What follows belongs to an exercise in optimizing a design on an open flow for a short achievable clock period, few clock cycles per item and low power; a production flow would make more cautious choices. Only simulation tests tie the RTL to the original design; equivalence was not proved. Power is estimated from default activity; no workload was simulated.

### design/flow/flow/run.sh
#!/bin/bash
# The standard layout, with the input and output ports buffered by buf_4
# cells instead of the default port buffer. Full tool output: flow.log.
set -euo pipefail
export BUFFER_PORTS_ARGS="-buffer_cell sky130_fd_sc_hd__buf_4"
bash standard.sh > flow.log 2>&1
### design/flow/standard.sh
#!/bin/bash
# synth_recipe.tcl (not shown) runs the flow's synth.tcl, then flattens the netlist and writes it again
# the make line also repeats each setting of config.mk as NAME=value (left out here)
make -C /OpenROAD-flow-scripts/flow DESIGN_CONFIG=/design/flow/config.mk WORK_HOME=/design/flow/orfs CLKGATE_MAP_FILE= SYNTH_SCRIPT=/design/flow/synth_recipe.tcl "${@:-finish}"
### design/flow/config.mk
export PLATFORM = sky130hd
export DESIGN_NAME = fragment_reassembly_tracker_core
export DESIGN_NICKNAME = fragment_reassembly_tracker_core
export VERILOG_FILES = /design/flow/design.v
export SDC_FILE = /design/flow/constraint.sdc
export NUM_CORES = 4
export LEC_CHECK = 0
export CAP_MARGIN = 20
export CORE_MARGIN = 2
export CORE_UTILIZATION = 40
export CTS_BUF_LIST = sky130_fd_sc_hd__clkbuf_8
export CTS_CLUSTER_DIAMETER = 60
export CTS_CLUSTER_SIZE = 20
export PLACE_DENSITY = 0.6
export SETUP_SLACK_MARGIN = 3.0
export SLEW_MARGIN = 20
export TNS_END_PERCENT = 0
### design/flow/constraint.sdc
create_clock -name core_clock -period 7.5 [get_ports {clk_i}]
set_input_delay 1.5000 -clock core_clock [delete_from_list [all_inputs] [get_ports {clk_i}]]
set_output_delay 1.5000 -clock core_clock [all_outputs]
set_load 0.01 [all_outputs]
### design/flow/design.v
package frt_pkg;
  localparam int unsigned FRT_MAX_FRAGS = 64;
  localparam int unsigned FUNC_W    = 1;
  localparam int unsigned KIND_W    = 2;
  localparam int unsigned MSG_W     = 16;
  localparam int unsigned FRAG_W    = 8;
  localparam int unsigned CNT_W     = 7;
  localparam int unsigned BYTES_W   = 16;
  localparam int unsigned OFFSET_W  = 24;
  localparam int unsigned ACTION_W  = 3;
  localparam int unsigned CFG_IDX_W = 2;
  localparam logic [FUNC_W-1:0] FUNC_START  = 1'b0;
  localparam logic [FUNC_W-1:0] FUNC_PACKET = 1'b1;
  localparam logic [KIND_W-1:0] KIND_DATA = 2'd0;
  localparam logic [KIND_W-1:0] KIND_NACK = 2'd1;
  localparam logic [CFG_IDX_W-1:0] CFG_MSG_HDR   = 2'd0;
  localparam logic [CFG_IDX_W-1:0] CFG_PKT_HDR   = 2'd1;
  localparam logic [CFG_IDX_W-1:0] CFG_PAGE      = 2'd2;
  localparam logic [CFG_IDX_W-1:0] CFG_FULL_FRAG = 2'd3;
  typedef enum logic [ACTION_W-1:0] {
    ACT_CLEARED         = 3'd0,
    ACT_ACCEPTED        = 3'd1,
    ACT_IGNORED         = 3'd2,
    ACT_DROPPED         = 3'd3,
    ACT_RESEND          = 3'd4,
    ACT_NACK_UNANSWERED = 3'd5,
    ACT_OTHER           = 3'd6
  } action_e;
endpackage
module fragment_reassembly_tracker_core #(
  parameter int unsigned MAX_FRAGS = frt_pkg::FRT_MAX_FRAGS
) (
  input  logic                            clk_i,
  input  logic                            rst_ni,
  input  logic                            cfg_we_i,
  input  logic [frt_pkg::CFG_IDX_W-1:0]   cfg_index_i,
  input  logic [frt_pkg::BYTES_W-1:0]     cfg_data_i,
  input  logic                            in_valid_i,
  output logic                            in_ready_o,
  input  logic [frt_pkg::FUNC_W-1:0]      func_i,
  input  logic [frt_pkg::KIND_W-1:0]      packet_kind_i,
  input  logic [frt_pkg::MSG_W-1:0]       message_number_i,
  input  logic [frt_pkg::FRAG_W-1:0]      fragment_number_i,
  input  logic [frt_pkg::CNT_W-1:0]       total_fragments_i,
  input  logic [frt_pkg::BYTES_W-1:0]     fragment_bytes_i,
  input  logic [frt_pkg::BYTES_W-1:0]     header_bytes_i,
  input  logic [frt_pkg::BYTES_W-1:0]     max_data_bytes_i,
  input  logic                            request_pending_i,
  output logic                            out_valid_o,
  input  logic                            out_ready_i,
  output logic [frt_pkg::ACTION_W-1:0]    action_o,
  output logic [frt_pkg::OFFSET_W-1:0]    page_offset_o,
  output logic [frt_pkg::BYTES_W-1:0]     copy_bytes_o,
  output logic [frt_pkg::BYTES_W-1:0]     resend_fragment_bytes_o,
  output logic                            message_complete_o
);
  localparam int unsigned IdxW  = (MAX_FRAGS > 1) ? $clog2(MAX_FRAGS) : 1;
  localparam int unsigned BW    = frt_pkg::BYTES_W;
  localparam int unsigned OW    = frt_pkg::OFFSET_W;
  localparam int unsigned FW    = frt_pkg::FRAG_W;
  localparam int unsigned CW    = frt_pkg::CNT_W;
  localparam int unsigned MW    = frt_pkg::MSG_W;
  localparam int unsigned DivW  = BW + 1;
  localparam int unsigned StepW = $clog2(DivW + 1);
  function automatic logic [BW-1:0] sub_sat(input logic [BW-1:0] a, input logic [BW-1:0] b);
    sub_sat = (a > b) ? a - b : '0;
  endfunction
  logic [BW-1:0]        mh_q, ph_q, page_q, full_q;
  logic [MW-1:0]        cur_msg_q;
  logic                 active_q;
  logic [MAX_FRAGS-1:0] map_q;
  logic [CW-1:0]        count_q;
  logic [BW-1:0]        first_q;
  logic                 div_done_q;
  logic [StepW-1:0]     step_q;
  logic                 out_valid_q;
  logic [2:0]           out_action_q;
  logic [OW:0]          out_offs_a_q, out_offs_b_q;
  logic [BW-1:0]        out_copy_q;
  logic                 out_rs_full_q;
  logic                 out_complete_q;
  logic                 is_start, is_nack, is_data, pend;
  logic                 frag_zero, frag_in, last_frag, more_frags, maxd_zero, need_div;
  logic [IdxW-1:0]      frag_idx;
  logic [FW:0]          frag_p1;
  logic [DivW-1:0]      dvd, hdr_sum;
  assign is_start   = (func_i == frt_pkg::FUNC_START);
  assign is_nack    = !is_start && (packet_kind_i == frt_pkg::KIND_NACK);
  assign is_data    = !is_start && (packet_kind_i == frt_pkg::KIND_DATA);
  assign pend       = request_pending_i;
  assign frag_zero  = (fragment_number_i == '0);
  assign frag_in    = (fragment_number_i < FW'(MAX_FRAGS));
  assign frag_idx   = fragment_number_i[IdxW-1:0];
  assign frag_p1    = {1'b0, fragment_number_i} + (FW + 1)'(1);
  assign last_frag  = (frag_p1 == (FW + 1)'(total_fragments_i));
  assign more_frags = (frag_p1 < (FW + 1)'(total_fragments_i));
  assign maxd_zero  = (max_data_bytes_i == '0);
  assign need_div   = is_nack && pend && !frag_zero && last_frag && !maxd_zero;
  assign dvd        = {1'b0, mh_q} + {1'b0, page_q};
  assign hdr_sum    = {1'b0, ph_q} + {1'b0, mh_q};
  logic                 in_accept;
  assign in_ready_o = (!need_div || div_done_q) && (!out_valid_q || out_ready_i);
  assign in_accept  = in_valid_i && in_ready_o;
  logic                 div_step, dbit_q, cfg_we_q;
  logic [StepW-1:0]     step_d;
  logic [DivW-1:0]      div_sh;
  logic [DivW:0]        div_tr, dvd_ext;
  logic [BW-1:0]        rem_next;
  assign div_step = in_valid_i && need_div && !div_done_q && !cfg_we_q && !out_valid_q;
  assign dvd_ext  = {dvd, 1'b0};
  assign div_sh   = {out_copy_q, dbit_q};
  assign div_tr   = {1'b0, div_sh} - {2'b0, max_data_bytes_i};
  assign rem_next = div_tr[DivW] ? div_sh[BW-1:0] : div_tr[BW-1:0];
  logic [StepW-1:0]     dvd_lz;
  always_comb begin
    dvd_lz = StepW'(DivW - 1);
    for (int i = 0; i < DivW; i++) begin
      if (dvd[i]) begin
        dvd_lz = StepW'(DivW - 1 - i);
      end
    end
  end
  always_comb begin
    step_d = step_q;
    if (in_accept || cfg_we_q) begin
      step_d = dvd_lz;
    end else if (div_step) begin
      step_d = step_q + StepW'(1);
    end
  end
  always_ff @(posedge clk_i or negedge rst_ni) begin
    if (!rst_ni) begin
      div_done_q <= 1'b0;
      step_q     <= StepW'(4);
      dbit_q     <= 1'b1;
      cfg_we_q   <= 1'b0;
    end else begin
      step_q   <= step_d;
      if (in_accept || cfg_we_q) begin
        dbit_q <= (dvd != '0);
      end else if (div_step) begin
        dbit_q <= dvd_ext[DivW-1-step_q];
      end
      cfg_we_q <= cfg_we_i;
      if (in_accept) begin
        div_done_q <= 1'b0;
      end else if (div_step) begin
        if (step_q == StepW'(DivW - 1)) begin
          div_done_q <= 1'b1;
        end
      end
    end
  end
  logic [MW-1:0]        next_msg;
  logic                 msg_only, opens, new_open, seen, msg_match;
  logic [BW-1:0]        data_len, zero_len;
  logic [BW+1:0]        zl_diff;
  logic [CW-1:0]        count_inc;
  logic [OW:0]          offs_a, offs_b;
  assign next_msg   = cur_msg_q + MW'(1);
  assign opens      = !active_q || (next_msg == message_number_i);
  assign new_open   = opens && frag_zero && pend;
  assign seen       = !new_open && map_q[frag_idx];
  assign msg_match  = new_open || (active_q && (cur_msg_q == message_number_i));
  assign msg_only   = frag_zero && ({1'b0, fragment_bytes_i} == hdr_sum);
  assign data_len   = sub_sat(fragment_bytes_i, header_bytes_i);
  assign zl_diff    = {2'b0, is_nack ? max_data_bytes_i : fragment_bytes_i}
                    + {2'b11, is_nack ? '1 : ~header_bytes_i}
                    + {2'b11, ~mh_q} + (BW + 2)'(2);
  assign zero_len   = zl_diff[BW+1] ? '0 : zl_diff[BW-1:0];
  assign count_inc  = (new_open ? '0 : count_q) + CW'(1);
  frt_offs u_offs (
    .nack_i  (is_nack),
    .frag_i  (fragment_number_i),
    .maxd_i  (max_data_bytes_i),
    .first_i (first_q),
    .mh_i    (mh_q),
    .sum_a_o (offs_a),
    .sum_b_o (offs_b)
  );
  logic [2:0]           r_action;
  logic                 r_offs_on;
  logic [BW-1:0]        r_copy;
  logic                 r_rs_full;
  logic                 r_complete, r_accept;
  always_comb begin
    r_action   = frt_pkg::ACT_IGNORED;
    r_offs_on  = 1'b0;
    r_copy     = '0;
    r_rs_full  = 1'b0;
    r_complete = 1'b0;
    r_accept   = 1'b0;
    if (is_start) begin
      r_action = frt_pkg::ACT_CLEARED;
    end else if (is_nack) begin
      if (pend) begin
        r_action  = frt_pkg::ACT_RESEND;
        r_offs_on = !frag_zero;
        if (frag_zero) begin
          r_copy = zero_len;
        end else if (last_frag) begin
          r_copy = maxd_zero ? (dvd[DivW-1] ? '1 : dvd[BW-1:0]) : out_copy_q;
        end else begin
          r_copy = max_data_bytes_i;
        end
        r_rs_full = more_frags;
      end else begin
        r_action = frt_pkg::ACT_NACK_UNANSWERED;
      end
    end else if (!is_data) begin
      r_action = frt_pkg::ACT_OTHER;
    end else if (opens && !new_open) begin
      r_action = frt_pkg::ACT_IGNORED;
    end else if (!msg_match) begin
      r_action = frt_pkg::ACT_IGNORED;
    end else if (!frag_in) begin
      r_action = frt_pkg::ACT_DROPPED;
    end else if (seen) begin
      r_action = frt_pkg::ACT_IGNORED;
    end else if (!msg_only && frag_zero && !pend) begin
      r_action = frt_pkg::ACT_DROPPED;
    end else begin
      r_action   = frt_pkg::ACT_ACCEPTED;
      r_accept   = 1'b1;
      r_complete = (count_inc == total_fragments_i);
      if (msg_only) begin
        r_copy = '0;
      end else if (frag_zero) begin
        r_copy = zero_len;
      end else begin
        r_copy    = data_len;
        r_offs_on = 1'b1;
      end
    end
  end
  always_ff @(posedge clk_i or negedge rst_ni) begin
    if (!rst_ni) begin
      mh_q        <= BW'(32);
      ph_q        <= BW'(28);
      page_q      <= BW'(4096);
      full_q      <= BW'(1500);
      cur_msg_q   <= '0;
      active_q    <= 1'b0;
      map_q       <= '0;
      count_q     <= '0;
      first_q     <= '0;
      out_valid_q <= 1'b0;
    end else begin
      if (cfg_we_i) begin
        case (cfg_index_i)
          frt_pkg::CFG_MSG_HDR:   mh_q   <= cfg_data_i;
          frt_pkg::CFG_PKT_HDR:   ph_q   <= cfg_data_i;
          frt_pkg::CFG_PAGE:      page_q <= cfg_data_i;
          default:                full_q <= cfg_data_i;
        endcase
      end
      if (in_accept) begin
        out_valid_q <= 1'b1;
      end else if (out_ready_i) begin
        out_valid_q <= 1'b0;
      end
      if (in_accept) begin
        if (is_start) begin
          cur_msg_q <= '0;
          active_q  <= 1'b0;
          map_q     <= '0;
          count_q   <= '0;
          first_q   <= '0;
        end else if (r_accept) begin
          cur_msg_q <= message_number_i;
          active_q  <= 1'b1;
          map_q     <= (new_open ? '0 : map_q) | (MAX_FRAGS'(1) << frag_idx);
          count_q   <= count_inc;
          if (frag_zero) begin
            first_q <= msg_only ? '0 : zero_len;
          end
        end
      end
    end
  end
  always_ff @(posedge clk_i) begin
    if (in_accept) begin
      out_action_q   <= r_action;
      out_offs_a_q   <= offs_a & {(OW + 1){r_offs_on}};
      out_offs_b_q   <= offs_b & {(OW + 1){r_offs_on}};
      out_rs_full_q  <= r_rs_full;
      out_complete_q <= r_complete;
    end
  end
  always_ff @(posedge clk_i or negedge rst_ni) begin
    if (!rst_ni) begin
      out_copy_q <= '0;
    end else if (in_accept) begin
      out_copy_q <= r_copy;
    end else if (out_valid_q && out_ready_i) begin
      out_copy_q <= '0;
    end else if (div_step) begin
      out_copy_q <= rem_next;
    end
  end
  logic [OW:0]          offs_sum;
  logic [DivW:0]        rs_sum;
  assign offs_sum = out_offs_a_q + out_offs_b_q;
  assign rs_sum = {2'b0, ph_q} + {2'b0, out_copy_q};
  always_comb begin
    if (out_rs_full_q) begin
      resend_fragment_bytes_o = full_q;
    end else if (out_action_q == frt_pkg::ACT_RESEND) begin
      resend_fragment_bytes_o = (rs_sum[DivW:BW] != '0) ? '1 : rs_sum[BW-1:0];
    end else begin
      resend_fragment_bytes_o = '0;
    end
  end
  assign out_valid_o        = out_valid_q;
  assign action_o           = out_action_q;
  assign page_offset_o      = (offs_sum[OW] && (out_action_q == frt_pkg::ACT_RESEND)) ? '0
                                                                                : offs_sum[OW-1:0];
  assign copy_bytes_o       = out_copy_q;
  assign message_complete_o = out_complete_q;
endmodule
module frt_offs (
  input  logic        nack_i,
  input  logic [7:0]  frag_i,
  input  logic [15:0] maxd_i,
  input  logic [15:0] first_i,
  input  logic [15:0] mh_i,
  output logic [24:0] sum_a_o,
  output logic [24:0] sum_b_o
);
  logic t0, t1, t2, t3, t4, t5, t6, t7, t8, t9, t10, t11, t12, t13, t14, t15, t16, t17, t18, t19, t20, t21, t22, t23, t24, t25, t26, t27, t28, t29, t30, t31, t32, t33, t34, t35, t36, t37, t38, t39, t40, t41, t42, t43, t44, t45, t46, t47, t48, t49, t50, t51, t52, t53, t54, t55, t56, t57, t58, t59, t60, t61, t62, t63, t64, t65, t66, t67, t68, t69, t70, t71, t72, t73, t74, t75, t76, t77, t78, t79, t80, t81, t82, t83, t84, t85, t86, t87, t88, t89, t90, t91, t92, t93, t94, t95, t96, t97, t98, t99, t100, t101, t102, t103, t104, t105, t106, t107, t108, t109, t110, t111, t112, t113, t114, t115, t116, t117, t118, t119, t120, t121, t122, t123, t124, t125, t126, t127, t128, t129, t130, t131, t132, t133, t134, t135, t136, t137, t138, t139, t140, t141, t142, t143, t144, t145, t146, t147, t148, t149, t150, t151, t152, t153, t154, t155, t156, t157, t158, t159, t160, t161, t162, t163, t164, t165, t166, t167, t168, t169, t170, t171, t172, t173, t174, t175, t176, t177, t178, t179, t180, t181, t182, t183, t184, t185, t186, t187, t188, t189, t190, t191, t192, t193, t194, t195, t196, t197, t198, t199, t200, t201, t202, t203, t204, t205, t206, t207, t208, t209, t210, t211, t212, t213, t214, t215, t216, t217, t218, t219, t220, t221, t222, t223, t224, t225, t226, t227, t228, t229, t230, t231, t232, t233, t234, t235, t236, t237, t238, t239, t240, t241, t242, t243, t244, t245, t246, t247, t248, t249, t250, t251, t252, t253, t254, t255, t256, t257, t258, t259, t260, t261, t262, t263, t264, t265, t266, t267, t268, t269, t270, t271, t272, t273, t274, t275, t276, t277, t278, t279, t280, t281, t282, t283, t284, t285, t286, t287, t288, t289, t290, t291, t292, t293, t294, t295, t296, t297, t298, t299, t300, t301, t302, t303, t304, t305, t306, t307, t308, t309, t310, t311, t312, t313, t314, t315, t316, t317, t318, t319, t320, t321, t322, t323, t324, t325, t326, t327, t328, t329, t330, t331, t332, t333, t334, t335, t336, t337, t338, t339, t340, t341, t342, t343, t344, t345, t346, t347, t348, t349, t350, t351, t352, t353, t354, t355, t356, t357, t358, t359, t360, t361, t362, t363, t364, t365, t366, t367, t368, t369, t370, t371, t372, t373, t374, t375, t376, t377, t378, t379, t380, t381, t382, t383, t384, t385, t386, t387, t388, t389, t390, t391, t392, t393, t394, t395;
  assign t0 = (frag_i[0] & maxd_i[0]);
  assign t1 = (!nack_i & first_i[0]);
  assign t2 = (nack_i ? ~mh_i[0] : ~maxd_i[0]);
  assign t3 = (frag_i[0] & maxd_i[1]);
  assign t4 = (frag_i[1] & maxd_i[0]);
  assign t5 = (!nack_i & first_i[1]);
  assign t6 = (nack_i ? ~mh_i[1] : ~maxd_i[1]);
  assign t7 = (frag_i[0] & maxd_i[2]);
  assign t8 = (frag_i[1] & maxd_i[1]);
  assign t9 = (frag_i[2] & maxd_i[0]);
  assign t10 = (!nack_i & first_i[2]);
  assign t11 = (nack_i ? ~mh_i[2] : ~maxd_i[2]);
  assign t12 = (frag_i[0] & maxd_i[3]);
  assign t13 = (frag_i[1] & maxd_i[2]);
  assign t14 = (frag_i[2] & maxd_i[1]);
  assign t15 = (frag_i[3] & maxd_i[0]);
  assign t16 = (!nack_i & first_i[3]);
  assign t17 = (nack_i ? ~mh_i[3] : ~maxd_i[3]);
  assign t18 = (frag_i[0] & maxd_i[4]);
  assign t19 = (frag_i[1] & maxd_i[3]);
  assign t20 = (frag_i[2] & maxd_i[2]);
  assign t21 = (frag_i[3] & maxd_i[1]);
  assign t22 = (frag_i[4] & maxd_i[0]);
  assign t23 = (!nack_i & first_i[4]);
  assign t24 = (nack_i ? ~mh_i[4] : ~maxd_i[4]);
  assign t25 = (frag_i[0] & maxd_i[5]);
  assign t26 = (frag_i[1] & maxd_i[4]);
  assign t27 = (frag_i[2] & maxd_i[3]);
  assign t28 = (frag_i[3] & maxd_i[2]);
  assign t29 = (frag_i[4] & maxd_i[1]);
  assign t30 = (frag_i[5] & maxd_i[0]);
  assign t31 = (!nack_i & first_i[5]);
  assign t32 = (nack_i ? ~mh_i[5] : ~maxd_i[5]);
  assign t33 = (frag_i[0] & maxd_i[6]);
  assign t34 = (frag_i[1] & maxd_i[5]);
  assign t35 = (frag_i[2] & maxd_i[4]);
  assign t36 = (frag_i[3] & maxd_i[3]);
  assign t37 = (frag_i[4] & maxd_i[2]);
  assign t38 = (frag_i[5] & maxd_i[1]);
  assign t39 = (nack_i ? (frag_i[6] & maxd_i[0]) : first_i[6]);
  assign t40 = (nack_i ? ~mh_i[6] : ~maxd_i[6]);
  assign t41 = (frag_i[0] & maxd_i[7]);
  assign t42 = (frag_i[1] & maxd_i[6]);
  assign t43 = (frag_i[2] & maxd_i[5]);
  assign t44 = (frag_i[3] & maxd_i[4]);
  assign t45 = (frag_i[4] & maxd_i[3]);
  assign t46 = (frag_i[5] & maxd_i[2]);
  assign t47 = (nack_i ? (frag_i[6] & maxd_i[1]) : first_i[7]);
  assign t48 = (nack_i & frag_i[7] & maxd_i[0]);
  assign t49 = (nack_i ? ~mh_i[7] : ~maxd_i[7]);
  assign t50 = (frag_i[0] & maxd_i[8]);
  assign t51 = (frag_i[1] & maxd_i[7]);
  assign t52 = (frag_i[2] & maxd_i[6]);
  assign t53 = (frag_i[3] & maxd_i[5]);
  assign t54 = (frag_i[4] & maxd_i[4]);
  assign t55 = (frag_i[5] & maxd_i[3]);
  assign t56 = (nack_i ? (frag_i[6] & maxd_i[2]) : first_i[8]);
  assign t57 = (nack_i & frag_i[7] & maxd_i[1]);
  assign t58 = (nack_i ? ~mh_i[8] : ~maxd_i[8]);
  assign t59 = (frag_i[0] & maxd_i[9]);
  assign t60 = (frag_i[1] & maxd_i[8]);
  assign t61 = (frag_i[2] & maxd_i[7]);
  assign t62 = (frag_i[3] & maxd_i[6]);
  assign t63 = (frag_i[4] & maxd_i[5]);
  assign t64 = (frag_i[5] & maxd_i[4]);
  assign t65 = (nack_i ? (frag_i[6] & maxd_i[3]) : first_i[9]);
  assign t66 = (nack_i & frag_i[7] & maxd_i[2]);
  assign t67 = (nack_i ? ~mh_i[9] : ~maxd_i[9]);
  assign t68 = (frag_i[0] & maxd_i[10]);
  assign t69 = (frag_i[1] & maxd_i[9]);
  assign t70 = (frag_i[2] & maxd_i[8]);
  assign t71 = (frag_i[3] & maxd_i[7]);
  assign t72 = (frag_i[4] & maxd_i[6]);
  assign t73 = (frag_i[5] & maxd_i[5]);
  assign t74 = (nack_i ? (frag_i[6] & maxd_i[4]) : first_i[10]);
  assign t75 = (nack_i & frag_i[7] & maxd_i[3]);
  assign t76 = (nack_i ? ~mh_i[10] : ~maxd_i[10]);
  assign t77 = (frag_i[0] & maxd_i[11]);
  assign t78 = (frag_i[1] & maxd_i[10]);
  assign t79 = (frag_i[2] & maxd_i[9]);
  assign t80 = (frag_i[3] & maxd_i[8]);
  assign t81 = (frag_i[4] & maxd_i[7]);
  assign t82 = (frag_i[5] & maxd_i[6]);
  assign t83 = (nack_i ? (frag_i[6] & maxd_i[5]) : first_i[11]);
  assign t84 = (nack_i & frag_i[7] & maxd_i[4]);
  assign t85 = (nack_i ? ~mh_i[11] : ~maxd_i[11]);
  assign t86 = (frag_i[0] & maxd_i[12]);
  assign t87 = (frag_i[1] & maxd_i[11]);
  assign t88 = (frag_i[2] & maxd_i[10]);
  assign t89 = (frag_i[3] & maxd_i[9]);
  assign t90 = (frag_i[4] & maxd_i[8]);
  assign t91 = (frag_i[5] & maxd_i[7]);
  assign t92 = (nack_i ? (frag_i[6] & maxd_i[6]) : first_i[12]);
  assign t93 = (nack_i & frag_i[7] & maxd_i[5]);
  assign t94 = (nack_i ? ~mh_i[12] : ~maxd_i[12]);
  assign t95 = (frag_i[0] & maxd_i[13]);
  assign t96 = (frag_i[1] & maxd_i[12]);
  assign t97 = (frag_i[2] & maxd_i[11]);
  assign t98 = (frag_i[3] & maxd_i[10]);
  assign t99 = (frag_i[4] & maxd_i[9]);
  assign t100 = (frag_i[5] & maxd_i[8]);
  assign t101 = (nack_i ? (frag_i[6] & maxd_i[7]) : first_i[13]);
  assign t102 = (nack_i & frag_i[7] & maxd_i[6]);
  assign t103 = (nack_i ? ~mh_i[13] : ~maxd_i[13]);
  assign t104 = (frag_i[0] & maxd_i[14]);
  assign t105 = (frag_i[1] & maxd_i[13]);
  assign t106 = (frag_i[2] & maxd_i[12]);
  assign t107 = (frag_i[3] & maxd_i[11]);
  assign t108 = (frag_i[4] & maxd_i[10]);
  assign t109 = (frag_i[5] & maxd_i[9]);
  assign t110 = (nack_i ? (frag_i[6] & maxd_i[8]) : first_i[14]);
  assign t111 = (nack_i & frag_i[7] & maxd_i[7]);
  assign t112 = (nack_i ? ~mh_i[14] : ~maxd_i[14]);
  assign t113 = (frag_i[0] & maxd_i[15]);
  assign t114 = (frag_i[1] & maxd_i[14]);
  assign t115 = (frag_i[2] & maxd_i[13]);
  assign t116 = (frag_i[3] & maxd_i[12]);
  assign t117 = (frag_i[4] & maxd_i[11]);
  assign t118 = (frag_i[5] & maxd_i[10]);
  assign t119 = (nack_i ? (frag_i[6] & maxd_i[9]) : first_i[15]);
  assign t120 = (nack_i & frag_i[7] & maxd_i[8]);
  assign t121 = (nack_i ? ~mh_i[15] : ~maxd_i[15]);
  assign t122 = (frag_i[1] & maxd_i[15]);
  assign t123 = (frag_i[2] & maxd_i[14]);
  assign t124 = (frag_i[3] & maxd_i[13]);
  assign t125 = (frag_i[4] & maxd_i[12]);
  assign t126 = (frag_i[5] & maxd_i[11]);
  assign t127 = (nack_i & frag_i[6] & maxd_i[10]);
  assign t128 = (nack_i & frag_i[7] & maxd_i[9]);
  assign t129 = (frag_i[2] & maxd_i[15]);
  assign t130 = (frag_i[3] & maxd_i[14]);
  assign t131 = (frag_i[4] & maxd_i[13]);
  assign t132 = (frag_i[5] & maxd_i[12]);
  assign t133 = (nack_i & frag_i[6] & maxd_i[11]);
  assign t134 = (nack_i & frag_i[7] & maxd_i[10]);
  assign t135 = (frag_i[3] & maxd_i[15]);
  assign t136 = (frag_i[4] & maxd_i[14]);
  assign t137 = (frag_i[5] & maxd_i[13]);
  assign t138 = (nack_i & frag_i[6] & maxd_i[12]);
  assign t139 = (nack_i & frag_i[7] & maxd_i[11]);
  assign t140 = (frag_i[4] & maxd_i[15]);
  assign t141 = (frag_i[5] & maxd_i[14]);
  assign t142 = (nack_i & frag_i[6] & maxd_i[13]);
  assign t143 = (nack_i & frag_i[7] & maxd_i[12]);
  assign t144 = (frag_i[5] & maxd_i[15]);
  assign t145 = (nack_i & frag_i[6] & maxd_i[14]);
  assign t146 = (nack_i & frag_i[7] & maxd_i[13]);
  assign t147 = (nack_i & frag_i[6] & maxd_i[15]);
  assign t148 = (nack_i & frag_i[7] & maxd_i[14]);
  assign t149 = (nack_i & frag_i[7] & maxd_i[15]);
  assign t150 = ~t0;
  assign t151 = ~t122;
  assign t152 = ~t129;
  assign t153 = ~t135;
  assign t154 = ~t140;
  assign t155 = ~t144;
  assign t156 = ~t147;
  assign t157 = ~t149;
  assign t158 = ~t149;
  assign t159 = ~t149;
  assign t160 = t18 ^ t19;
  assign t161 = t18 & t19;
  assign t162 = t25 ^ t26 ^ t27;
  assign t163 = (t25 & t26) | (t25 & t27) | (t26 & t27);
  assign t164 = t28 ^ t29;
  assign t165 = t28 & t29;
  assign t166 = t33 ^ t34 ^ t35;
  assign t167 = (t33 & t34) | (t33 & t35) | (t34 & t35);
  assign t168 = t36 ^ t37 ^ t38;
  assign t169 = (t36 & t37) | (t36 & t38) | (t37 & t38);
  assign t170 = t41 ^ t42 ^ t43;
  assign t171 = (t41 & t42) | (t41 & t43) | (t42 & t43);
  assign t172 = t44 ^ t45 ^ t46;
  assign t173 = (t44 & t45) | (t44 & t46) | (t45 & t46);
  assign t174 = t47 ^ t48;
  assign t175 = t47 & t48;
  assign t176 = t50 ^ t51 ^ t52;
  assign t177 = (t50 & t51) | (t50 & t52) | (t51 & t52);
  assign t178 = t53 ^ t54 ^ t55;
  assign t179 = (t53 & t54) | (t53 & t55) | (t54 & t55);
  assign t180 = t56 ^ t57 ^ t58;
  assign t181 = (t56 & t57) | (t56 & t58) | (t57 & t58);
  assign t182 = t59 ^ t60 ^ t61;
  assign t183 = (t59 & t60) | (t59 & t61) | (t60 & t61);
  assign t184 = t62 ^ t63 ^ t64;
  assign t185 = (t62 & t63) | (t62 & t64) | (t63 & t64);
  assign t186 = t65 ^ t66 ^ t67;
  assign t187 = (t65 & t66) | (t65 & t67) | (t66 & t67);
  assign t188 = t68 ^ t69 ^ t70;
  assign t189 = (t68 & t69) | (t68 & t70) | (t69 & t70);
  assign t190 = t71 ^ t72 ^ t73;
  assign t191 = (t71 & t72) | (t71 & t73) | (t72 & t73);
  assign t192 = t74 ^ t75 ^ t76;
  assign t193 = (t74 & t75) | (t74 & t76) | (t75 & t76);
  assign t194 = t77 ^ t78 ^ t79;
  assign t195 = (t77 & t78) | (t77 & t79) | (t78 & t79);
  assign t196 = t80 ^ t81 ^ t82;
  assign t197 = (t80 & t81) | (t80 & t82) | (t81 & t82);
  assign t198 = t83 ^ t84 ^ t85;
  assign t199 = (t83 & t84) | (t83 & t85) | (t84 & t85);
  assign t200 = t86 ^ t87 ^ t88;
  assign t201 = (t86 & t87) | (t86 & t88) | (t87 & t88);
  assign t202 = t89 ^ t90 ^ t91;
  assign t203 = (t89 & t90) | (t89 & t91) | (t90 & t91);
  assign t204 = t92 ^ t93 ^ t94;
  assign t205 = (t92 & t93) | (t92 & t94) | (t93 & t94);
  assign t206 = t95 ^ t96 ^ t97;
  assign t207 = (t95 & t96) | (t95 & t97) | (t96 & t97);
  assign t208 = t98 ^ t99 ^ t100;
  assign t209 = (t98 & t99) | (t98 & t100) | (t99 & t100);
  assign t210 = t101 ^ t102 ^ t103;
  assign t211 = (t101 & t102) | (t101 & t103) | (t102 & t103);
  assign t212 = t104 ^ t105 ^ t106;
  assign t213 = (t104 & t105) | (t104 & t106) | (t105 & t106);
  assign t214 = t107 ^ t108 ^ t109;
  assign t215 = (t107 & t108) | (t107 & t109) | (t108 & t109);
  assign t216 = t110 ^ t111 ^ t112;
  assign t217 = (t110 & t111) | (t110 & t112) | (t111 & t112);
  assign t218 = t113 ^ t114 ^ t115;
  assign t219 = (t113 & t114) | (t113 & t115) | (t114 & t115);
  assign t220 = t116 ^ t117 ^ t118;
  assign t221 = (t116 & t117) | (t116 & t118) | (t117 & t118);
  assign t222 = t119 ^ t120 ^ t121;
  assign t223 = (t119 & t120) | (t119 & t121) | (t120 & t121);
  assign t224 = t123 ^ t124 ^ t125;
  assign t225 = (t123 & t124) | (t123 & t125) | (t124 & t125);
  assign t226 = t126 ^ t127 ^ t128;
  assign t227 = (t126 & t127) | (t126 & t128) | (t127 & t128);
  assign t228 = t130 ^ t131 ^ t132;
  assign t229 = (t130 & t131) | (t130 & t132) | (t131 & t132);
  assign t230 = t133 ^ t134;
  assign t231 = t133 & t134;
  assign t232 = t136 ^ t137 ^ t138;
  assign t233 = (t136 & t137) | (t136 & t138) | (t137 & t138);
  assign t234 = t3 ^ t4;
  assign t235 = t3 & t4;
  assign t236 = t7 ^ t8 ^ t9;
  assign t237 = (t7 & t8) | (t7 & t9) | (t8 & t9);
  assign t238 = t12 ^ t13 ^ t14;
  assign t239 = (t12 & t13) | (t12 & t14) | (t13 & t14);
  assign t240 = t15 ^ t16;
  assign t241 = t15 & t16;
  assign t242 = t160 ^ t20 ^ t21;
  assign t243 = (t160 & t20) | (t160 & t21) | (t20 & t21);
  assign t244 = t22 ^ t23 ^ t24;
  assign t245 = (t22 & t23) | (t22 & t24) | (t23 & t24);
  assign t246 = t162 ^ t164 ^ t30;
  assign t247 = (t162 & t164) | (t162 & t30) | (t164 & t30);
  assign t248 = t31 ^ t32 ^ t161;
  assign t249 = (t31 & t32) | (t31 & t161) | (t32 & t161);
  assign t250 = t166 ^ t168 ^ t39;
  assign t251 = (t166 & t168) | (t166 & t39) | (t168 & t39);
  assign t252 = t40 ^ t163 ^ t165;
  assign t253 = (t40 & t163) | (t40 & t165) | (t163 & t165);
  assign t254 = t170 ^ t172 ^ t174;
  assign t255 = (t170 & t172) | (t170 & t174) | (t172 & t174);
  assign t256 = t49 ^ t167 ^ t169;
  assign t257 = (t49 & t167) | (t49 & t169) | (t167 & t169);
  assign t258 = t176 ^ t178 ^ t180;
  assign t259 = (t176 & t178) | (t176 & t180) | (t178 & t180);
  assign t260 = t171 ^ t173 ^ t175;
  assign t261 = (t171 & t173) | (t171 & t175) | (t173 & t175);
  assign t262 = t182 ^ t184 ^ t186;
  assign t263 = (t182 & t184) | (t182 & t186) | (t184 & t186);
  assign t264 = t177 ^ t179 ^ t181;
  assign t265 = (t177 & t179) | (t177 & t181) | (t179 & t181);
  assign t266 = t188 ^ t190 ^ t192;
  assign t267 = (t188 & t190) | (t188 & t192) | (t190 & t192);
  assign t268 = t183 ^ t185 ^ t187;
  assign t269 = (t183 & t185) | (t183 & t187) | (t185 & t187);
  assign t270 = t194 ^ t196 ^ t198;
  assign t271 = (t194 & t196) | (t194 & t198) | (t196 & t198);
  assign t272 = t189 ^ t191 ^ t193;
  assign t273 = (t189 & t191) | (t189 & t193) | (t191 & t193);
  assign t274 = t200 ^ t202 ^ t204;
  assign t275 = (t200 & t202) | (t200 & t204) | (t202 & t204);
  assign t276 = t195 ^ t197 ^ t199;
  assign t277 = (t195 & t197) | (t195 & t199) | (t197 & t199);
  assign t278 = t206 ^ t208 ^ t210;
  assign t279 = (t206 & t208) | (t206 & t210) | (t208 & t210);
  assign t280 = t201 ^ t203 ^ t205;
  assign t281 = (t201 & t203) | (t201 & t205) | (t203 & t205);
  assign t282 = t212 ^ t214 ^ t216;
  assign t283 = (t212 & t214) | (t212 & t216) | (t214 & t216);
  assign t284 = t207 ^ t209 ^ t211;
  assign t285 = (t207 & t209) | (t207 & t211) | (t209 & t211);
  assign t286 = t218 ^ t220 ^ t222;
  assign t287 = (t218 & t220) | (t218 & t222) | (t220 & t222);
  assign t288 = t213 ^ t215 ^ t217;
  assign t289 = (t213 & t215) | (t213 & t217) | (t215 & t217);
  assign t290 = t224 ^ t226 ^ t151;
  assign t291 = (t224 & t226) | (t224 & t151) | (t226 & t151);
  assign t292 = t219 ^ t221 ^ t223;
  assign t293 = (t219 & t221) | (t219 & t223) | (t221 & t223);
  assign t294 = t228 ^ t230 ^ t122;
  assign t295 = (t228 & t230) | (t228 & t122) | (t230 & t122);
  assign t296 = t152 ^ t225 ^ t227;
  assign t297 = (t152 & t225) | (t152 & t227) | (t225 & t227);
  assign t298 = t232 ^ t139 ^ t129;
  assign t299 = (t232 & t139) | (t232 & t129) | (t139 & t129);
  assign t300 = t153 ^ t229 ^ t231;
  assign t301 = (t153 & t229) | (t153 & t231) | (t229 & t231);
  assign t302 = t141 ^ t142 ^ t143;
  assign t303 = (t141 & t142) | (t141 & t143) | (t142 & t143);
  assign t304 = t135 ^ t154 ^ t233;
  assign t305 = (t135 & t154) | (t135 & t233) | (t154 & t233);
  assign t306 = t145 ^ t146 ^ t140;
  assign t307 = (t145 & t146) | (t145 & t140) | (t146 & t140);
  assign t308 = t234 ^ t5;
  assign t309 = t234 & t5;
  assign t310 = t236 ^ t10 ^ t11;
  assign t311 = (t236 & t10) | (t236 & t11) | (t10 & t11);
  assign t312 = t238 ^ t240 ^ t17;
  assign t313 = (t238 & t240) | (t238 & t17) | (t240 & t17);
  assign t314 = t242 ^ t244 ^ t239;
  assign t315 = (t242 & t244) | (t242 & t239) | (t244 & t239);
  assign t316 = t246 ^ t248 ^ t243;
  assign t317 = (t246 & t248) | (t246 & t243) | (t248 & t243);
  assign t318 = t250 ^ t252 ^ t247;
  assign t319 = (t250 & t252) | (t250 & t247) | (t252 & t247);
  assign t320 = t254 ^ t256 ^ t251;
  assign t321 = (t254 & t256) | (t254 & t251) | (t256 & t251);
  assign t322 = t258 ^ t260 ^ t255;
  assign t323 = (t258 & t260) | (t258 & t255) | (t260 & t255);
  assign t324 = t262 ^ t264 ^ t259;
  assign t325 = (t262 & t264) | (t262 & t259) | (t264 & t259);
  assign t326 = t266 ^ t268 ^ t263;
  assign t327 = (t266 & t268) | (t266 & t263) | (t268 & t263);
  assign t328 = t270 ^ t272 ^ t267;
  assign t329 = (t270 & t272) | (t270 & t267) | (t272 & t267);
  assign t330 = t274 ^ t276 ^ t271;
  assign t331 = (t274 & t276) | (t274 & t271) | (t276 & t271);
  assign t332 = t278 ^ t280 ^ t275;
  assign t333 = (t278 & t280) | (t278 & t275) | (t280 & t275);
  assign t334 = t282 ^ t284 ^ t279;
  assign t335 = (t282 & t284) | (t282 & t279) | (t284 & t279);
  assign t336 = t286 ^ t288 ^ t283;
  assign t337 = (t286 & t288) | (t286 & t283) | (t288 & t283);
  assign t338 = t290 ^ t292 ^ t287;
  assign t339 = (t290 & t292) | (t290 & t287) | (t292 & t287);
  assign t340 = t294 ^ t296 ^ t291;
  assign t341 = (t294 & t296) | (t294 & t291) | (t296 & t291);
  assign t342 = t298 ^ t300 ^ t295;
  assign t343 = (t298 & t300) | (t298 & t295) | (t300 & t295);
  assign t344 = t302 ^ t304 ^ t299;
  assign t345 = (t302 & t304) | (t302 & t299) | (t304 & t299);
  assign t346 = t306 ^ t155 ^ t303;
  assign t347 = (t306 & t155) | (t306 & t303) | (t155 & t303);
  assign t348 = t148 ^ t144 ^ t156;
  assign t349 = (t148 & t144) | (t148 & t156) | (t144 & t156);
  assign t350 = t1 ^ t2;
  assign t351 = t1 & t2;
  assign t352 = t308 ^ t6 ^ t0;
  assign t353 = (t308 & t6) | (t308 & t0) | (t6 & t0);
  assign t354 = t310 ^ t235 ^ t309;
  assign t355 = (t310 & t235) | (t310 & t309) | (t235 & t309);
  assign t356 = t312 ^ t237 ^ t311;
  assign t357 = (t312 & t237) | (t312 & t311) | (t237 & t311);
  assign t358 = t314 ^ t241 ^ t313;
  assign t359 = (t314 & t241) | (t314 & t313) | (t241 & t313);
  assign t360 = t316 ^ t245 ^ t315;
  assign t361 = (t316 & t245) | (t316 & t315) | (t245 & t315);
  assign t362 = t318 ^ t249 ^ t317;
  assign t363 = (t318 & t249) | (t318 & t317) | (t249 & t317);
  assign t364 = t320 ^ t253 ^ t319;
  assign t365 = (t320 & t253) | (t320 & t319) | (t253 & t319);
  assign t366 = t322 ^ t257 ^ t321;
  assign t367 = (t322 & t257) | (t322 & t321) | (t257 & t321);
  assign t368 = t324 ^ t261 ^ t323;
  assign t369 = (t324 & t261) | (t324 & t323) | (t261 & t323);
  assign t370 = t326 ^ t265 ^ t325;
  assign t371 = (t326 & t265) | (t326 & t325) | (t265 & t325);
  assign t372 = t328 ^ t269 ^ t327;
  assign t373 = (t328 & t269) | (t328 & t327) | (t269 & t327);
  assign t374 = t330 ^ t273 ^ t329;
  assign t375 = (t330 & t273) | (t330 & t329) | (t273 & t329);
  assign t376 = t332 ^ t277 ^ t331;
  assign t377 = (t332 & t277) | (t332 & t331) | (t277 & t331);
  assign t378 = t334 ^ t281 ^ t333;
  assign t379 = (t334 & t281) | (t334 & t333) | (t281 & t333);
  assign t380 = t336 ^ t285 ^ t335;
  assign t381 = (t336 & t285) | (t336 & t335) | (t285 & t335);
  assign t382 = t338 ^ t289 ^ t337;
  assign t383 = (t338 & t289) | (t338 & t337) | (t289 & t337);
  assign t384 = t340 ^ t293 ^ t339;
  assign t385 = (t340 & t293) | (t340 & t339) | (t293 & t339);
  assign t386 = t342 ^ t297 ^ t341;
  assign t387 = (t342 & t297) | (t342 & t341) | (t297 & t341);
  assign t388 = t344 ^ t301 ^ t343;
  assign t389 = (t344 & t301) | (t344 & t343) | (t301 & t343);
  assign t390 = t346 ^ t305 ^ t345;
  assign t391 = (t346 & t305) | (t346 & t345) | (t305 & t345);
  assign t392 = t348 ^ t307 ^ t347;
  assign t393 = (t348 & t307) | (t348 & t347) | (t307 & t347);
  assign t394 = t147 ^ t157 ^ t349;
  assign t395 = (t147 & t157) | (t147 & t349) | (t157 & t349);
  assign sum_a_o = {t159, t158, t394, t392, t390, t388, t386, t384, t382, t380, t378, t376, t374, t372, t370, t368, t366, t364, t362, t360, t358, t356, t354, t352, t350};
  assign sum_b_o = {1'b0, t395, t393, t391, t389, t387, t385, t383, t381, t379, t377, t375, t373, t371, t369, t367, t365, t363, t361, t359, t357, t355, t353, t351, t150};
endmodule
==> flow_summary.ini, run 1 <==
[outcome]
status = complete, no violations

[pwr]
p_leak_nw = 11.6
p_total_w = 0.00522
ir_drop_uv = 143
p_per_area_nw_per_um2 = 199

[worst_hold_path]
hold_depth = 1
hold_class = reg -> reg

[yosys]
yosysTopAreaCell = dfrtp_1
ys_types = 85
async_reset_ff_share_pct = 78.5
synth_ff_type = dfrtp_1
ys_warn_count = 1
ys_ff_latch = 246
netlist.area_leader.share_pct = 19.4
syn-cell-area_um2 = 23100
synthesis.nets = 2973
synth_area_leaders = dfrtp_1 (19%), fa_1 (11%), ha_1 (8.0%), edfxtp_1 (6.9%), nand2_1 (3.7%)
synth-seq-area-share_pct = 27.8
postSynthCellCount = 2587
synth_area_per_cell_um2 = 8.94
synth_edf_count = 53

[floorplan]
die_w_um = 245
num_io_pins = 168
row_count = 88
die_h_um = 245
start_util_pct = 40.3
core_um2 = 57500
die_area_um2 = 59800

[critical_path]
critPathKind = in -> out
cp-end-kind = output port
cp.required_ns = 6.00
reg2regPathDepth = 18
start_kind = input port
crit_arrival_ns = 4.00
crit_fanout = 33

[route]
postRouteAntennaNets = 0
avgRoutedWirePerCell_um = 22.0
drt_iter0_markers = 1662
dr.pass1.iters = 6
post-route-drc-count = 0
routed-via-count = 20300
drt_wl_total_mm = 76.7
viasPerCell = 5.82

[timing]
skew_ns = 0.0360
max_freq_ghz = 0.182
rsz0062_at_grt = true
period_needed_ns = 5.50
finalSetupViolCount = 0
final.setup.tns_ns = 0
maxSlewViolCount = 0
finalHoldViolations = 0
period_share_pct = 73.3
max_slew.worst_pin.slew_ns = 1.09
fin_hold_ws_ns = 0.495
slew_headroom_pct = 27.5

[run]
max-cap-violations = 0

[layout]
fin_nets = 3083
fin_util_pct = 45.7
area_growth_pct = 13.5
drive_gt1_share_pct = 15.8
nFillCells = 5620
final_area_um2 = 26300

[clock_tree]
clock_latency_ns = 0.64
cts_tree = built
clock_sinks = 246
htreeDepth = 2
clockRootBuffer = clkbuf_8
numCtsBuffers = 35
cts_buffer_depth = 3
clkSlewWorstSetupHoldPaths_ns = 0.08

[global_route]
grt_pass1_vias = 19800
grt_pass1_wl_mm = 118
overflow = 0
grt_use_total_pct = 25.5
grt_antenna_before_repair = 10
grt_max_degree = 100

[placement]
routabilityCongestion = 0.936
place_area_um2 = 25200
dp_hpwl_mm = 59.0
portBuffers = 167
## registers in the layout (all words and copies together) (netlist names), 5 cells and up
signal / cells
count_q: 7
full_q: 16
out_offs_a_q: 24
out_copy_q: 16
map_q: 64
out_offs_b_q: 24
first_q: 16
ph_q: 16
cur_msg_q: 16
mh_q: 16
step_q: 5
page_q: 16
## placed cells by master (no fill, tap or decap), drive strengths merged, types with 13 or more instances in the layout
cell     count
inv        230
nand2      228
nor2       218
buf        198
dfrtp      179
a21oi      154
o21ai      150
ha         148
fa         132
xnor2       70
xor2        67
a32o        65
and2        59
nand3       55
mux2        53
edfxtp      53
nor3        52
and3        45
nor2b       38
clkbuf      38
a21o        37
nand4       29
o21a        28
nand2b      27
mux2i       26
a31oi       22
a211oi      22
o22ai       21
or3         20
nor4        20
o211ai      19
o2bb2ai     16
dfstp       14
or2         13
mux4        13
## metal layers
layer  track usage [%]  part of all wire (%)
met1              35.8                    44
met2              40.2                    46
met3              4.17                   6.3
met4              7.78                   3.0
met5                 0                 0.070
## cell usage after synthesis (8+ instances only)
master / number
a211o_1: 8
a211oi_1: 22
a21o_1: 37
a21oi_1: 153
a31oi_1: 22
a32o_1: 65
and2_1: 57
and3_1: 45
buf_2: 22
clkbuf_1: 99
dfrtp_1: 179
dfstp_2: 14
edfxtp_1: 53
fa_1: 132
ha_1: 148
inv_1: 214
mux2_2: 53
mux2i_1: 26
mux4_2: 13
nand2_1: 228
nand2b_1: 27
nand3_1: 55
nand4_1: 28
nor2_1: 218
nor2b_1: 38
nor3_1: 50
nor3b_1: 8
nor4_1: 19
o211ai_1: 19
o21a_1: 27
o21ai_0: 147
o21bai_1: 9
o22ai_1: 14
o2bb2ai_1: 16
o311ai_0: 8
or2_2: 13
or3_1: 19
xnor2_1: 70
xor2_1: 67
## timing repair
item	4_1_cts	5_1_grt
hold buffers	0	0
endpoints found under the setup margin	255	253
gates resized for setup	38	0
cloned	4	0
buffers inserted	9	2
pin swaps	13	8
## critical path: stages
cell and delay [ns]:
buf_4 0.34, and2_2 0.32, nand3_1 0.11, xnor2_1 0.15, ha_1 0.30, nand4_1 0.15, nor2_4 0.22, o21a_4 0.27
nor4b_4 0.30, nor2_1 0.14, buf_4 0.18
## where the power goes
group | leakage, nW | switching (W) | internal, W | total [W]
logic | 8.10 | 0.00142 | 0.000952 | 0.00237
clock network | 0.412 | 0.000719 | 0.000566 | 0.00129
registers | 3.06 | 0.000101 | 0.00147 | 0.00157
## area by class of cell
cell class                 count  area (um2)  area share [%]
multi-input combinational   1998       15600            59.6
inverter                     217         823            3.13
antenna                        6        15.0          0.0572
clock inverter                26         313            1.19
sequential                   246        6440            24.5
tap                          765         957            3.64
timing repair buffer         199        1560            5.93
clock buffer                  37         509            1.94
## final timing paths
| check | start | end | slack (ns) |
|---|---|---|---|
| max | fragment_number_i[5] | in_ready_o | 2.00 |
| min | map_q[16] | map_q[16] | 0.50 |
| max reg2reg | cur_msg_q[0] | out_complete_q | 2.39 |
| min reg2reg | map_q[16] | map_q[16] | 0.50 |
| max in group asynchronous | rst_ni | full_q[11] | 5.51 |
| min in group asynchronous | rst_ni | cur_msg_q[10] | 0.89 |
## cells by family (layout without fill, tap and decap cells)
| logic type | after synthesis | in the layout | share of synthesized area [%] |
|---|---|---|---|
| AND/OR/NAND/NOR | 843 | 846 | 17.9 |
| AO/OA/AOI/OAI | 642 | 643 | 18.9 |
| buffers and inverters | 347 | 479 | 5.78 |
| adder cells (fa/ha/maj) | 280 | 280 | 19.4 |
| flip-flops | 246 | 246 | 27.8 |
| XOR/XNOR | 137 | 137 | 5.19 |
| multiplexers | 92 | 92 | 4.97 |
| other | 0 | 6 | 0 |
## stage by stage
stage                     worst slack [ns]  std cells
after floorplan                       2.59       2587
after global placement                1.21       3410
after detailed placement              1.11       3410
after CTS                             2.02       3486
after global routing                  1.78       3491
final                                 2.00       3494
Testbench counts, summed over its fixed seeds: cycles 3,573, items 3,355.
==> run 2, diff against run 1 <==
--- a/design/flow/config.mk
+++ b/design/flow/config.mk
@@ -15,3 +15,3 @@
 export SETUP_SLACK_MARGIN = 3.0
 export SLEW_MARGIN = 20
-export TNS_END_PERCENT = 0
+export TNS_END_PERCENT = 100
==> run 2 against run 1 <==
  * Sequential power barely moved
  * Clock skew shrank 0.0023 ns
  * Area after synthesis is the same
  * Worst hold slack improved by 0.00087 ns
  * Die area stayed put
  * Wire length is 3.8% higher
  * Critical path type is now reg -> out
  * Cell area is 8.1% higher
  * Global-route usage fell by 0.38 points
  * Total power rose by 6.1%
  * Synthesized cell count unchanged
  * Clock power about the same
  * Critical path depth grew 4
==> flow_summary.ini, run 2 <==
[outcome]
status = complete, no violations

[global_route]
busiest_layer = met2
grt_use_total_pct = 25.1
grt_pass1_vias = 20300
grt_max_degree = 108
overflow = 0
met1_usage_pct = 34.1
grt_pass1_wl_mm = 117
met2_usage_pct = 40.4
grt_antenna_before_repair = 5
met3_usage_pct = 3.79

[yosys]
synth_edf_count = 53
synth_common_cells = nand2_1 (228), nor2_1 (218), inv_1 (214)
synth_ff_type = dfrtp_1
synth_area_leaders = dfrtp_1 (19%), fa_1 (11%), ha_1 (8.0%), edfxtp_1 (6.9%), nand2_1 (3.7%)
synthesis.nets = 2973
synth_area_per_cell_um2 = 8.94
async_reset_ff_share_pct = 78.5
netlist.area_leader.share_pct = 19.4
yosysTopAreaCell = dfrtp_1
ys_warn_count = 1
yosysMostFrequentCell = nand2_1
ys_types = 85
syn-cell-area_um2 = 23100
synth-seq-area-share_pct = 27.8
ys_ff_latch = 246
postSynthCellCount = 2587

[clock_tree]
cts_tree = built
clockRootBuffer = clkbuf_8
numCtsBuffers = 34
cts_buffer_depth = 3
htreeDepth = 2
holdBufCountCts = 0
clock_sinks = 246
clock_latency_ns = 0.62
clkSlewWorstSetupHoldPaths_ns = 0.09

[pwr]
p_per_area_nw_per_um2 = 195
p_leak_nw = 12.4
p_total_w = 0.00554
ir_drop_uv = 139

[floorplan]
die_h_um = 245
die_w_um = 245
num_io_pins = 168
row_count = 88
core_um2 = 57500
start_util_pct = 40.3
die_area_um2 = 59800

[timing]
maxSlewViolCount = 0
finalHoldViolations = 0
final.setup.tns_ns = 0
fin_hold_ws_ns = 0.496
slew_headroom_pct = 28.4
rsz0062_at_grt = true
period_share_pct = 72.2
period_needed_ns = 5.41
skew_ns = 0.0337
finalSetupViolCount = 0
max_slew.worst_pin.slew_ns = 1.07
max_freq_ghz = 0.185

[layout]
area_growth_pct = 22.6
fin_nets = 3181
final_common_cell = buf_4
regMostFlops = map_q
largest_reg_flops = 64
reg_top3 = map_q: 64 flops, out_offs_a_q: 24 flops, out_offs_b_q: 24 flops
drive_gt1_share_pct = 23.2
final_cell_mix = buf_4 (240), nand2_1 (222), inv_1 (213)

[route]
routed-via-count = 21300
drt_wl_total_mm = 79.7
avgRoutedWirePerCell_um = 22.2
post-route-drc-count = 0
postRouteAntennaNets = 0
viasPerCell = 5.94
dr.pass1.iters = 7
drt_iter0_markers = 1827

[worst_hold_path]
hold_class = reg -> reg

[critical_path]
crit_path_top_delay_cell = edfxtp_1
crit_top_cell = a21oi_2
max_stage_delay_ns = 0.44
cp.required_ns = 6.00
reg2reg_slack_ns = 3.07
cp-end-kind = output port
crit_arrival_ns = 3.91
start_kind = flop
crit_fanout = 3
critPathKind = reg -> out
path_cells = ha_4 > fa_2 > a21oi_2 > o21bai_2 > a211oi_2 > o211ai_1 > and3_4 > o31a_1 > a21oi_2 > o31ai_2 > xor2_1 > and2_4 > buf_12 > nor4_4 > buf_4

[placement]
routabilityCongestion = 0.991
portBuffers = 167
dp_hpwl_mm = 58.1

[run]
max-cap-violations = 0
[run 2: critical path, delay by kind of cell, from the launching register on]
family / cells / cell delay (ns)
compound gates: 7 / 1.26
xor+xnor: 1 / 0.14
fa+ha+maj: 2 / 0.53
flops: 1 / 0.44
buf+inv: 2 / 0.29
simple gates: 3 / 0.64
[run 2: layout make-up]
type	instances	area, um2
clock inverter	25	309
inverter	217	831
timing repair buffer	298	2810
tap	765	957
antenna	2	5.00
sequential	246	6440
fill	5425	29100
clock buffer	36	495
multi-input combinational	1998	16500
[run 2: kinds of logic (layout without fill, tap and decap cells)]
logic type / count (synthesis) / in the layout / synth area share (%)
simple gates: 843 / 845 / 17.9
compound gates: 642 / 644 / 18.9
buf+inv: 347 / 576 / 5.78
fa+ha+maj: 280 / 280 / 19.4
flops: 246 / 246 / 27.8
xor+xnor: 137 / 137 / 5.19
mux: 92 / 92 / 4.97
other cells: 0 / 2 / 0
[run 2: per-layer routing]
| metal | up-vias | part of all wire, % |
|---|---|---|
| li1 | 9621 | - |
| met1 | 10600 | 42 |
| met2 | 865 | 46 |
| met3 | 179 | 7.8 |
| met4 | 4 | 3.9 |
| met5 | - | 0.034 |
[run 2: stage by stage]
stage	setup slack, ns	cell area [um2]	utilization (%)	cells
after floorplan	2.60	23800	-	2587
after global placement	1.31	25400	44.2	3409
after detailed placement	1.14	25400	44.2	3409
after CTS	1.95	27000	47.0	3504
after global routing	1.88	28400	49.4	3587
final	2.09	28400	49.4	3587
[run 2: timing repair]
item | CTS | global route
setup buffers | 30 | 68
gates cloned | 4 | 13
setup endpoints to repair | 271 | 167
pin swaps | 48 | 90
resized for setup | 113 | 134
[run 2: path summary, 6_finish.rpt]
check | start | end | cells after the start
worst max-delay path | out_offs_a_q[0] | page_offset_o[14] | 15
worst min-delay path | map_q[54] | map_q[54] | 1
worst max register to register | mh_q[0] | out_copy_q[3] | 14
worst min register to register | map_q[54] | map_q[54] | 1
max in group asynchronous | rst_ni | ph_q[1] | 2
min in group asynchronous | rst_ni | cur_msg_q[13] | 1
[run 2: power by group]
group | switching (W) | leakage [nW] | total (W) | internal, W
sequential | 0.000102 | 3.05 | 0.00157 | 0.00147
combinational | 0.00155 | 8.93 | 0.00269 | 0.00115
clock | 0.000661 | 0.397 | 0.00128 | 0.000622
==> run 3, diff against run 2 <==
==> design/flow/flow/run.sh (replaced) <==
#!/bin/bash
# The standard layout, with the input and output ports buffered by buf_2
# cells instead of the default port buffer. Full tool output: flow.log.
set -euo pipefail
export BUFFER_PORTS_ARGS="-buffer_cell sky130_fd_sc_hd__buf_2"
bash standard.sh > flow.log 2>&1
--- a/design/flow/config.mk
+++ b/design/flow/config.mk
@@ -9,9 +9,9 @@
 export CORE_MARGIN = 2
 export CORE_UTILIZATION = 40
-export CTS_BUF_LIST = sky130_fd_sc_hd__clkbuf_8
-export CTS_CLUSTER_DIAMETER = 60
-export CTS_CLUSTER_SIZE = 20
+export CTS_BUF_LIST = sky130_fd_sc_hd__clkbuf_16
+export CTS_CLUSTER_DIAMETER = 100
+export CTS_CLUSTER_SIZE = 34
 export PLACE_DENSITY = 0.6
 export SETUP_SLACK_MARGIN = 3.0
 export SLEW_MARGIN = 20
-export TNS_END_PERCENT = 100
+export TNS_END_PERCENT = 0
==> run 3 against run 2 <==
  * Still clean on timing, DRC and antenna
  * Combinational power fell by 13%
  * Die area did not move
  * Sequential power barely moved
  * First-iteration DRC count fell by 5.8%
  * Total power fell by 8.0%
  * Count of clock-buffer cells in the layout fell by 17
  * Clock power fell by 7%
  * Fmax rose by 0.70%
  * Largest power group unchanged
  * Highest routed layer unchanged
==> flow_summary.ini, run 3 <==
[route]
post-route-drc-count = 0
viasPerCell = 5.87
routed-via-count = 20300
avgRoutedWirePerCell_um = 22.0
postRouteAntennaNets = 0
drt_wl_total_mm = 75.9
drt_iter0_markers = 1721
dr.pass1.iters = 5

[yosys]
ys_ff_latch = 246
yosysTopAreaCell = dfrtp_1
ys_types = 85
synth_common_cells = nand2_1 (228), nor2_1 (218), inv_1 (214)
synth_area_leaders = dfrtp_1 (19%), fa_1 (11%), ha_1 (8.0%), edfxtp_1 (6.9%), nand2_1 (3.7%)
synth_edf_count = 53
ys_warn_count = 1
synth-seq-area-share_pct = 27.8
synth_area_per_cell_um2 = 8.94
syn-cell-area_um2 = 23100
synth_ff_type = dfrtp_1
synthesis.nets = 2973
netlist.area_leader.share_pct = 19.4
postSynthCellCount = 2587
async_reset_ff_share_pct = 78.5
yosysMostFrequentCell = nand2_1

[layout]
regMostFlops = map_q
drive_gt1_share_pct = 14.5
final_cell_mix = nand2_1 (225), nor2_1 (215), inv_1 (213)
reg_top3 = map_q: 64 flops, out_offs_a_q: 24 flops, out_offs_b_q: 24 flops
area_growth_pct = 10.9
finalNonFillerCells = 3455
nFillCells = 5697
final_common_cell = nand2_1
final_area_um2 = 25700
fin_nets = 3061
largest_reg_flops = 64

[timing]
period_needed_ns = 5.38
skew_ns = 0.0361
max_freq_ghz = 0.186
period_share_pct = 71.7
maxSlewViolCount = 0
rsz0062_at_grt = true
final.setup.tns_ns = 0
finalHoldViolations = 0
fin_hold_ws_ns = 0.498
max_slew.worst_pin.slew_ns = 1.07
finalSetupViolCount = 0
slew_headroom_pct = 28.7

[run]
max-cap-violations = 0

[clock_tree]
clock_latency_ns = 0.57
clkSlewWorstSetupHoldPaths_ns = 0.09
clockRootBuffer = clkbuf_16
cts_tree = built
clock_sinks = 246
numCtsBuffers = 18
htreeDepth = 1
cts_buffer_depth = 3
holdBufCountCts = 0

[worst_hold_path]
hold_depth = 1
hp-start = map_q[53]
hold_class = reg -> reg
min_to = map_q[53]

[floorplan]
die_w_um = 245
row_count = 88
num_io_pins = 168
core_um2 = 57500
start_util_pct = 40.3
die_area_um2 = 59800
die_h_um = 245

[global_route]
grt_pass1_wl_mm = 115
overflow = 0
grt_antenna_before_repair = 12
grt_use_total_pct = 24.9
grt_pass1_vias = 19700
grt_max_degree = 103

[critical_path]
crit_fanout = 35
cp-end-kind = output port
start_kind = input port
reg2reg_slack_ns = 2.30
crit_arrival_ns = 3.88
critPathKind = in -> out
cp.required_ns = 6.00
reg2regPathDepth = 14
r2r_end = map_q[33]
reg2reg_from = mh_q[0]

[pwr]
p_leak_nw = 11.4
p_total_w = 0.00510
p_per_area_nw_per_um2 = 199
ir_drop_uv = 172

[placement]
place_area_um2 = 24800
routabilityCongestion = 0.944
portBuffers = 167
dp_hpwl_mm = 60.1
dp_cells = 3414

[outcome]
status = complete, no violations
[run 3: changes by cell type in the layout (fill, tap and decap cells not counted), sizes merged, moves of 3 or more]
| cell | previous run | this run |
|---|---|---|
| clkbuf | 47 | 20 |
| bufinv | 4 | 0 |
| inv | 223 | 220 |
| clkinvlp | 6 | 0 |
| buf | 287 | 196 |
[run 3: power breakdown]
part           internal, W  switching (W)  total (W)  leakage, nW
clock             0.000534       0.000660    0.00119        0.343
sequential         0.00147       0.000101    0.00157         3.06
combinational     0.000921        0.00142    0.00234         7.97
total              0.00292        0.00218    0.00510         11.4
[run 3: final cells by class]
type	count	area [um2]	area share, %
repair buffers	197	1120	4.36
well taps	765	957	3.73
clock inverters	13	259	1.01
multi-input cells	1995	15600	60.7
diodes	3	7.51	0.0293
flip-flops and latches	246	6440	25.1
clock buffers	19	475	1.85
inverters	217	820	3.19
[run 3: critical path, stage by stage]
cell and delay [ns]:
buf_6 0.24, and2_2 0.31, nand3_1 0.13, xnor2_1 0.14, ha_1 0.31, nand4_1 0.10, nor2_1 0.12, o21a_1 0.13
buf_4 0.25, nor4b_4 0.30, nor2_1 0.15, buf_2 0.18
[run 3: through the flow]
step	util, %	worst slack (ns)
2_1_floorplan	-	2.59
3_3_place_gp	43.1	1.60
3_5_place_dp	43.1	1.51
4_1_cts	44.6	2.14
5_1_grt	44.6	1.90
6_report	44.6	2.12
[run 3: cells by family after synthesis]
kind of cell               count (synthesis)  share of synthesized area (%)
AOI/OAI and AO/OA                        642                           18.9
xor gates and xnor gates                 137                           5.19
adders and majority gates                280                           19.4
buffers and inverters                    347                           5.78
DFF                                      246                           27.8
muxes                                     92                           4.97
and+or+nand+nor                          843                           17.9
[run 3: worst max path at each step]
stage	startpoint	end	slack, ns	depth (start not counted)
after floorplan	packet_kind_i[1]	first_q[0]	2.59	18
after global placement	func_i[0]	first_q[15]	1.60	17
after detailed placement	func_i[0]	first_q[0]	1.51	17
after CTS	out_offs_a_q[0]	page_offset_o[21]	2.14	15
after global routing	out_offs_a_q[0]	page_offset_o[9]	1.90	15
final	fragment_number_i[4]	in_ready_o	2.12	12
[run 3: layer usage]
layer,GRT usage (%),part of all wire (%),up-vias
met4,9.09,3.9,18
met3,5.93,8.0,144
met1,33.6,43,10000
met2,38.9,45,712
li1,-,-,9361
met5,0,0.15,-
[run 3: what timing repair did]
action | 4_1_cts | 5_1_grt
endpoints found under the setup margin | 270 | 270
gates cloned | 1 | 0
gates resized for setup | 31 | 0
setup buffers | 4 | 1
hold endpoints to repair | 0 | 0
pin swaps | 7 | 2
==> run 4, diff against run 3 <==
--- a/design/flow/config.mk
+++ b/design/flow/config.mk
@@ -10,6 +10,6 @@
 export CORE_UTILIZATION = 40
 export CTS_BUF_LIST = sky130_fd_sc_hd__clkbuf_16
-export CTS_CLUSTER_DIAMETER = 100
-export CTS_CLUSTER_SIZE = 34
+export CTS_CLUSTER_DIAMETER = 90
+export CTS_CLUSTER_SIZE = 28
 export PLACE_DENSITY = 0.6
 export SETUP_SLACK_MARGIN = 3.0
==> run 4 against run 3 <==
  * Clock skew shrank 0.017 ns
  * Fmax down 0.37%
  * Worst hold slack got worse by 0.00068 ns
  * Cell area decreased by 0.39%
  * Wire length is 0.27% lower
  * Critical path depth did not move
  * Setup slack got worse by 0.020 ns
  * Non-clock buffer count unchanged
  * Sequential share of layout area is 0.097 points higher
  * Sequential power barely moved
  * Utilization down 0.17 points
  * Area after synthesis is the same
==> flow_summary.ini, run 4 <==
[outcome]
status = complete, no violations

[layout]
regMostFlops = map_q
area_growth_pct = 10.5
largest_reg_flops = 64
final_cell_mix = nand2_1 (225), nor2_1 (215), inv_1 (214)
seqCellArea_um2 = 6440
fin_nets = 3062
multi_input_area_um2 = 15600
nFillCells = 5716
drive_gt1_share_pct = 14.5
reg_top3 = map_q: 64 flops, out_offs_a_q: 24 flops, out_offs_b_q: 24 flops
final_area_um2 = 25600

[timing]
final.setup.tns_ns = 0
slew_headroom_pct = 28.2
finalHoldViolations = 0
max_slew.worst_pin.slew_ns = 1.07
max_freq_ghz = 0.185
rsz0062_at_grt = true
skew_ns = 0.0192
period_share_pct = 71.9

[yosys]
synth_ff_type = dfrtp_1
netlist.area_leader.share_pct = 19.4
synth_edf_count = 53
synth_common_cells = nand2_1 (228), nor2_1 (218), inv_1 (214)
synth_area_per_cell_um2 = 8.94
synthesis.nets = 2973
ys_types = 85
synth_area_leaders = dfrtp_1 (19%), fa_1 (11%), ha_1 (8.0%), edfxtp_1 (6.9%), nand2_1 (3.7%)
async_reset_ff_share_pct = 78.5
yosysMostFrequentCell = nand2_1
postSynthCellCount = 2587
yosysTopAreaCell = dfrtp_1
syn-cell-area_um2 = 23100
ys_warn_count = 1
ys_ff_latch = 246

[critical_path]
crit_fanout = 35
cp.required_ns = 6.00
reg2reg_slack_ns = 2.31
cp-end-kind = output port
start_kind = input port

[pwr]
p_per_area_nw_per_um2 = 196
ir_drop_uv = 182
p_total_w = 0.00501
p_leak_nw = 11.3

[global_route]
grt_max_degree = 103
grt_pass1_vias = 19700
grt_antenna_before_repair = 11
overflow = 0

[placement]
portBuffers = 167
dp_hpwl_mm = 60.1
place_area_um2 = 24800

[floorplan]
row_count = 88
die_area_um2 = 59800
num_io_pins = 168
die_w_um = 245
start_util_pct = 40.3
die_h_um = 245

[clock_tree]
clockRootBuffer = clkbuf_16
holdBufCountCts = 0
clkSlewWorstSetupHoldPaths_ns = 0.09
cts_tree = built
clock_latency_ns = 0.55
numCtsBuffers = 19
cts_buffer_depth = 3
clock_sinks = 246

[route]
viasPerCell = 5.86
drt_wl_total_mm = 75.7
avgRoutedWirePerCell_um = 21.9
routed-via-count = 20300

[worst_hold_path]
hold_class = reg -> reg

[run]
max-cap-violations = 0
-- run 4: area by class of cell --
class,instances,area share (%)
multi-input combinational,1995,61.0
sequential,246,25.2
timing repair buffer,197,4.38
tap,765,3.74
inverter,217,3.21
clock buffer,19,1.86
clock inverter,14,0.636
antenna,2,0.0196
-- run 4: path summary, 6_finish.rpt --
check,to,cells past startpoint,startpoint
setup / recovery,in_ready_o,12,fragment_number_i[4]
hold reg to reg,map_q[54],1,map_q[54]
max in group asynchronous,out_copy_q[1],2,rst_ni
setup reg to reg,map_q[26],14,mh_q[0]
min in group asynchronous,cur_msg_q[9],1,rst_ni
hold / removal,map_q[54],1,map_q[54]
-- run 4: critical path: stages --
cell	delay (ns)
buf_6	0.25
and2_2	0.31
nand3_1	0.13
xnor2_1	0.15
ha_1	0.31
nand4_1	0.09
nor2_1	0.12
o21a_1	0.14
buf_4	0.24
nor4b_4	0.30
nor2_1	0.15
buf_2	0.17
-- run 4: where the power goes --
| group | internal, W | switching [W] |
|---|---|---|
| combinational | 0.000921 | 0.00142 |
| sequential | 0.00147 | 0.000101 |
| clock | 0.000504 | 0.000599 |
| total | 0.00289 | 0.00212 |
-- run 4: cells by family after synthesis --
kind of cell	Yosys count	share of synthesized area [%]
adders and majority gates	280	19.4
DFF	246	27.8
and+or+nand+nor	843	17.9
buffers and inverters	347	5.78
AOI/OAI and AO/OA	642	18.9
muxes	92	4.97
xor gates and xnor gates	137	5.19
-- run 4: through the flow --
stage          hold slack [ns]  utilization [%]  std cells  worst slack [ns]
5_1_grt                  0.514             44.5       3454              1.91
6_report                 0.497             44.5       3455              2.10
4_1_cts                  0.500             44.4       3452              2.15
2_1_floorplan            0.457                -       2587              2.59
3_3_place_gp             0.469             43.1       3414              1.60
3_5_place_dp             0.479             43.1       3414              1.51
-- run 4: per-layer routing --
layer	wire length (um)	share of wire, %	track usage (%)	vias up
li1	-	-	-	9368
met1	32300	43	33.6	10000
met2	34100	45	39.0	702
met3	6310	8.3	5.99	147
met4	2850	3.8	8.57	18
met5	124	0.16	0	-
-- run 4: what timing repair did --
item,4_1_cts,5_1_grt
endpoints found under the setup margin,270,270
setup buffers,4,1
pin swaps,7,2
gates resized for setup,31,0
cloned,1,0

Check on run 4: ideal ports give 2.105 ns setup slack; a clkbuf_16 on the clock port and buf_2 on the inputs give 2.067 ns; moving port delays by the midpoint clock arrival (0.597 ns) as well gives 1.609 ns.
